This design comes from an exercise in tuning for small area, a short achievable clock period and few clock cycles per item on the open sky130 flow, not from production work.
The RTL was checked by simulation tests, not by an equivalence proof against the original design.
Power and IR drop assume default switching activity.

// smoothed_noise_modulator
module smoothed_noise_modulator (
    input  logic        i_clk,
    input  logic        i_rst_n,
    input  logic        i_s_tvalid,
    output logic        o_s_tready,
    input  logic [95:0] i_s_tdata,
    input  logic [1:0]  i_s_tuser,
    output logic        o_m_tvalid,
    input  logic        i_m_tready,
    output logic [31:0] o_m_tdata,
    input  logic        i_cfg_valid,
    output logic        o_cfg_ready,
    input  logic [1:0]  i_cfg_index,
    input  logic [15:0] i_cfg_data
);
    localparam int NCH = 6;
    logic [15:0] r_mgain;
    logic [3:0]  r_morder;
    logic        r_auto;
    assign o_cfg_ready = 1'b1;
    always_ff @(posedge i_clk) begin
        if (!i_rst_n) begin
            r_mgain  <= 16'd2000;
            r_morder <= 4'd10;
            r_auto   <= 1'b1;
        end else if (i_cfg_valid) begin
            case (i_cfg_index)
                2'd0: r_mgain  <= i_cfg_data;
                2'd1: r_morder <= i_cfg_data[3:0];
                2'd2: r_auto   <= i_cfg_data[0];
                default: ;
            endcase
        end
    end
    logic [NCH*32-1:0] r_a0, r_a1, r_a2, r_a3, r_m0, r_m1;    
    logic [NCH-1:0]    r_okp_l, r_okq_l, r_okp_m, r_okq_m;    
    logic [NCH*4-1:0]  r_ord_a, r_ord_b;                      
    logic [NCH-1:0]    r_ord_ok;
    logic [NCH*48-1:0] r_gain;                                
    logic [NCH-1:0]    r_gain_ok;
    logic adv;           
    logic hz;            
    logic mv0;           
    logic r_rdy;         
    logic s_acc;
    logic [2:0] in_ch;
    logic in_range, in_upd, in_par, in_mot;
    logic [NCH-1:0] in_sl, in_sm;
  ...
Size in the first run: about 2400 flip-flops.
export LEC_CHECK = 0
export ABC_AREA = 1
export CAP_MARGIN = 20
export CORE_MARGIN = 2
export CORE_UTILIZATION = 40
export CTS_CLUSTER_DIAMETER = 60
export CTS_CLUSTER_SIZE = 20
export SLEW_MARGIN = 20
export SETUP_SLACK_MARGIN = 5.8
create_clock -name core_clock -period 9.0 [get_ports {i_clk}]
standard.sh (not shown) runs the stock make flow with config.mk's settings and CLKGATE_MAP_FILE= SYNTH_SCRIPT=/design/flow/synth_recipe.tcl, a recipe that flattens the netlist after the stock synthesis.
==> flow/flow/run.sh <==
#!/bin/bash
set -euo pipefail
cp config.mk config.mk.orig
grep -v '^export SETUP_SLACK_MARGIN' config.mk.orig > config.mk
echo 'export SETUP_SLACK_MARGIN = 5.8' >> config.mk
cp standard.sh standard.sh.txt
bash standard.sh > standard.log 2>&1
Testbench counts at the start, summed over its fixed seeds: cycles 25,556, items 20,122.
Rerun with:
--- a/flow/design.v
+++ b/flow/design.v
@@ -1118,19 +1118,19 @@
         end
     end
     always_ff @(posedge i_clk) begin
         for (int c = 0; c < NCH; c++)
             if (r0_par && r0_ch == c) begin
                 r_ord_a[c*4 +: 4] <= r0_oa;
                 r_ord_b[c*4 +: 4] <= r0_ob;
             end
     end
-    logic [NCH-1:0] r2_sl, r2_sm, r3_sl, r3_sm, r4_sl, r4_sm;    
+    logic [NCH-1:0] r2_sl, r2_sm;
     logic [31:0] pa, pb, ha, hb, xb, s1a, c1a, s1b, c1b;
     logic [3:0]  k1a, k1b;
     logic [4:0]  k2a, k2b;
     assign hz = |{r0_sl & r2_sl, r0_sm & r2_sm};
     always_comb begin
         pa  = '0;
         pb  = '0;
         k1a = (|r0_sm) ? r_morder : 4'd0;
         k1b = '0;
@@ -1158,21 +1158,25 @@
     logic           r2_vld, r2_par, r2_mot;
     logic [2:0]     r2_ch;
     logic [31:0]    r2_sa, r2_ca, r2_sb, r2_cb;
     logic [3:0]     r2_k1a, r2_k1b;
     logic [4:0]     r2_k2a, r2_k2b;
     always_ff @(posedge i_clk) begin
         if (!i_rst_n) begin
             r2_vld <= 1'b0;
             r2_par <= 1'b0;
+            r2_sl  <= '0;
+            r2_sm  <= '0;
         end else if (adv) begin
             r2_vld <= r0_vld && r_rdy;
             r2_par <= r0_par && r_rdy;
+            r2_sl  <= r_rdy ? r0_sl : '0;
+            r2_sm  <= r_rdy ? r0_sm : '0;
         end
     end
     always_ff @(posedge i_clk) begin
         if (adv) begin
             r2_mot <= r0_mot;
             r2_ch  <= r0_ch;
             r2_sa  <= s1a;
             r2_ca  <= c1a;
             r2_sb  <= s1b;
@@ -1200,28 +1204,33 @@
             if (r2_sl[c]) begin
                 r_a0[c*32 +: 32] <= pa_n;
                 r_a2[c*32 +: 32] <= pb_n;
             end
             if (r2_sm[c]) r_m0[c*32 +: 32] <= pa_n;
         end
     end
     logic           r3_vld, r3_par, r3_mot;
     logic [2:0]     r3_ch;
+    logic [NCH-1:0] r3_sl, r3_sm, r4_sl, r4_sm;
     logic [31:0]    r3_pa, r3_pb;
     logic [3:0]     r3_k1a, r3_k1b;
     logic [4:0]     r3_k2a, r3_k2b;
     always_ff @(posedge i_clk) begin
         if (!i_rst_n) begin
             r3_vld <= 1'b0;
             r3_par <= 1'b0;
+            r3_sl  <= '0;
+            r3_sm  <= '0;
         end else if (adv) begin
             r3_vld <= r2_vld;
             r3_par <= r2_par;
+            r3_sl  <= r2_sl;
+            r3_sm  <= r2_sm;
         end
     end
     always_ff @(posedge i_clk) begin
         if (adv) begin
             r3_mot <= r2_mot;
             r3_ch  <= r2_ch;
             r3_pa  <= pa_n;
             r3_pb  <= pb_n;
             r3_k1a <= r2_k1a;
@@ -1252,45 +1261,39 @@
     end
     logic           r4_vld, r4_par, r4_mot;
     logic [2:0]     r4_ch;
     logic [31:0]    r4_sa, r4_ca, r4_sb, r4_cb;
     logic [4:0]     r4_k2a, r4_k2b;
     always_ff @(posedge i_clk) begin
         if (!i_rst_n) begin
             r4_vld <= 1'b0;
             r4_par <= 1'b0;
+            r4_sl  <= '0;
+            r4_sm  <= '0;
         end else if (adv) begin
             r4_vld <= r3_vld;
             r4_par <= r3_par;
+            r4_sl  <= r3_sl;
+            r4_sm  <= r3_sm;
         end
     end
     always_ff @(posedge i_clk) begin
         if (adv) begin
             r4_mot <= r3_mot;
             r4_ch  <= r3_ch;
             r4_sa  <= s3a;
             r4_ca  <= c3a;
             r4_sb  <= s3b;
             r4_cb  <= c3b;
             r4_k2a <= r3_k2a;
             r4_k2b <= r3_k2b;
         end
     end
-    always_comb begin
-        for (int c = 0; c < NCH; c++) begin
-            r2_sl[c] = r2_vld && !r2_mot && r2_ch == c;
-            r2_sm[c] = r2_vld &&  r2_mot && r2_ch == c;
-            r3_sl[c] = r3_vld && !r3_mot && r3_ch == c;
-            r3_sm[c] = r3_vld &&  r3_mot && r3_ch == c;
-            r4_sl[c] = r4_vld && !r4_mot && r4_ch == c;
-            r4_sm[c] = r4_vld &&  r4_mot && r4_ch == c;
-        end
-    end
     logic [31:0] qa_n, qb_n;
     assign qa_n = r4_sa + r4_ca;
     assign qb_n = r4_sb + r4_cb;
     always_ff @(posedge i_clk) begin
         if (!i_rst_n) begin
             r_okq_l <= '0;
             r_okq_m <= '0;
         end else begin
             r_okq_l <= r_okq_l | r4_sl;
Design area is lower slightly.
Count of clock-buffer cells in the layout fell by 4.
Total power came out higher by a few percent.
Cell count shrinks slightly.
Combinational power stays flat.
Setup slack gets better by 0.17 ns.
Routed wire length falls by a few percent.
Flip-flop and latch count climbs by 36.
Maximum frequency increases by a few percent.
Critical path depth shrinks by 20.
Synthesized cell count came out lower slightly.
Sequential share of layout area increases by 1.5 points.
Testbench counts after the change, summed over its fixed seeds: cycles 25,556, items 20,122.


## the previous run
Another version of the RTL of smoothed_noise_modulator (not shown whole).
Size: roughly 12000 cells after synthesis, ~2500 flip-flops, roughly 130000 µm² of cells after synthesis.
export LEC_CHECK = 0
export ABC_AREA = 1
export CAP_MARGIN = 20
export CORE_MARGIN = 2
export CORE_UTILIZATION = 40
export SLEW_MARGIN = 20
export SETUP_SLACK_MARGIN = 5.8
create_clock -name core_clock -period 9.0 [get_ports {i_clk}]
Scripts as last shown in full above: flow/flow/run.sh
The previous run: full flow OK, the timing, design-rule and antenna checks passed
Testbench counts of the previous run, summed over its fixed seeds: cycles 25,564, items 20,122.
Setup changes, the previous run to the current run
--- a/flow/design.v
+++ b/flow/design.v
@@ -1297,91 +1297,68 @@
         for (int c = 0; c < NCH; c++) begin
             if (r4_sl[c]) begin
                 r_a1[c*32 +: 32] <= qa_n;
                 r_a3[c*32 +: 32] <= qb_n;
             end
             if (r4_sm[c]) r_m1[c*32 +: 32] <= qa_n;
         end
     end
-    logic           r5_vld, r5_par, r5_mot;
-    logic [31:0]    r5_qa, r5_qb;
-    logic [2:0]     r5_ch;
-    logic [4:0]     r5_k2a, r5_k2b;
-    always_ff @(posedge i_clk) begin
-        if (!i_rst_n) begin
-            r5_vld <= 1'b0;
-            r5_par <= 1'b0;
-        end else if (adv) begin
-            r5_vld <= r4_vld;
-            r5_par <= r4_par;
-        end
-    end
-    always_ff @(posedge i_clk) begin
-        if (adv) begin
-            r5_mot <= r4_mot;
-            r5_ch  <= r4_ch;
-            r5_qa  <= qa_n;
-            r5_qb  <= qb_n;
-            r5_k2a <= r4_k2a;
-            r5_k2b <= r4_k2b;
-        end
-    end
     logic [47:0] g_rd;
     logic [31:0] ya, yb;
     always_comb begin
         g_rd = '0;
         for (int c = 0; c < NCH; c++)
-            if (r5_ch == c && r_gain_ok[c]) g_rd = g_rd | r_gain[c*48 +: 48];
-        ya = 32'($signed(r5_qa) >>> r5_k2a);
-        yb = 32'($signed(r5_qb) >>> r5_k2b);
+            if (r4_ch == c && r_gain_ok[c]) g_rd = g_rd | r_gain[c*48 +: 48];
+        ya = 32'($signed(qa_n) >>> r4_k2a);
+        yb = 32'($signed(qb_n) >>> r4_k2b);
     end
     always_ff @(posedge i_clk) begin
         if (!i_rst_n) begin
             r_gain_ok <= '0;
         end else begin
             for (int c = 0; c < NCH; c++)
-                if (r5_par && r5_ch == c) r_gain_ok[c] <= 1'b1;
+                if (r4_par && r4_ch == c) r_gain_ok[c] <= 1'b1;
         end
     end
     always_ff @(posedge i_clk) begin
         for (int c = 0; c < NCH; c++)
-            if (r5_par && r5_ch == c) r_gain[c*48 +: 48] <= {r5_qb[15:0], r5_qa};
+            if (r4_par && r4_ch == c) r_gain[c*48 +: 48] <= {qb_n[15:0], qa_n};
     end
     logic [15:0] ga, gb;
     logic [7:0]  ea_one, ea_two, ea_neg, eb_one, eb_two, eb_neg;
-    assign ga = r5_mot ? r_mgain : g_rd[31:16];
-    assign gb = r5_mot ? 16'd0   : g_rd[47:32];
+    assign ga = r4_mot ? r_mgain : g_rd[31:16];
+    assign gb = r4_mot ? 16'd0   : g_rd[47:32];
     snm_benc u_enc_a (.g(ga), .one(ea_one), .two(ea_two), .neg(ea_neg));
     snm_benc u_enc_b (.g(gb), .one(eb_one), .two(eb_two), .neg(eb_neg));
     logic        r6_vld, r6_mot;
     logic [2:0]  r6_ch;
     logic [28:0] r6_ya, r6_yb;
     logic [7:0]  r6_a_one, r6_a_two, r6_a_neg, r6_b_one, r6_b_two, r6_b_neg;
     logic [15:0] r6_off;
     always_ff @(posedge i_clk) begin
         if (!i_rst_n) begin
             r6_vld <= 1'b0;
         end else if (adv) begin
-            r6_vld <= r5_vld;
+            r6_vld <= r4_vld;
         end
     end
     always_ff @(posedge i_clk) begin
         if (adv) begin
-            r6_mot   <= r5_mot;
-            r6_ch    <= r5_ch;
+            r6_mot   <= r4_mot;
+            r6_ch    <= r4_ch;
             r6_ya    <= ya[28:0];
             r6_yb    <= yb[28:0];
             r6_a_one <= ea_one;
             r6_a_two <= ea_two;
             r6_a_neg <= ea_neg;
             r6_b_one <= eb_one;
             r6_b_two <= eb_two;
             r6_b_neg <= eb_neg;
-            r6_off   <= r5_mot ? 16'd512 : g_rd[15:0];
+            r6_off   <= r4_mot ? 16'd512 : g_rd[15:0];
         end
     end
     logic [28:0] pra, prb, prc, pqa, pqb, pqc;
     snm_mul u_mul_a (.y(r6_ya), .one(r6_a_one), .two(r6_a_two), .neg(r6_a_neg),
                      .ra(pra), .rb(prb), .rc(prc));
     snm_mul u_mul_b (.y(r6_yb), .one(r6_b_one), .two(r6_b_two), .neg(r6_b_neg),
                      .ra(pqa), .rb(pqb), .rc(pqc));
     logic        r7_vld, r7_mot;
Results
- On per-instance average area after synthesis, the higher figure sits with the current run, not the previous run.
- Of the current run and the previous run, the previous run shows the lower global-route wire length before repair, with the current run above it.
- Compared with the previous run, the current run shows a post-route standard cell area excluding fillers that is 0.41% lower.
- For post-route clock skew, the current run and the previous run come out practically identical.
- Register cell area after layout: the current run < the previous run
- The estimated power of the current run ends up higher than the estimate for the previous run.
- The higher number of sinks handled by clock tree synthesis came out of the previous run.
Testbench counts of the current run, summed over its fixed seeds: cycles 25,556, items 20,122.

[separate check: timing with driven ports]
In the flow no input, the clock included, has a driving cell. The finished layouts below were timed again as built, in two steps. Step 1 sets driving cells, clkbuf_16 on the clock port and buf_2 on the other inputs (assumed; they add their load-dependent delay and slew). Step 2, shift: input delay + t, output delay - t, t = (earliest + latest rising clock arrival at the registers) / 2. This alone moves slack from input paths to output paths. Slacks: ideal / step 1 / step 2; pairs: ideal / step 1.
run	t (ns)	setup WS [ns]	latest minus earliest clock arrival (ns)	worst data-port slew with drivers (ns)
the first run of note 1	0.984	5.423 / 5.423 / 5.053	0.100 / 0.101	0.13
the second run of note 1	0.984	5.592 / 5.489 / 5.099	0.115 / 0.115	0.07
the previous run	0.976	5.744 / 5.638 / 4.933	0.096 / 0.096	0.19
the current run	0.981	5.696 / 5.588 / 5.126	0.119 / 0.120	0.05
After both steps every run listed still meets setup and hold. The setup slack of the previous run, which loses most, moves by -0.106 ns with the drivers and by -0.811 ns with both steps.
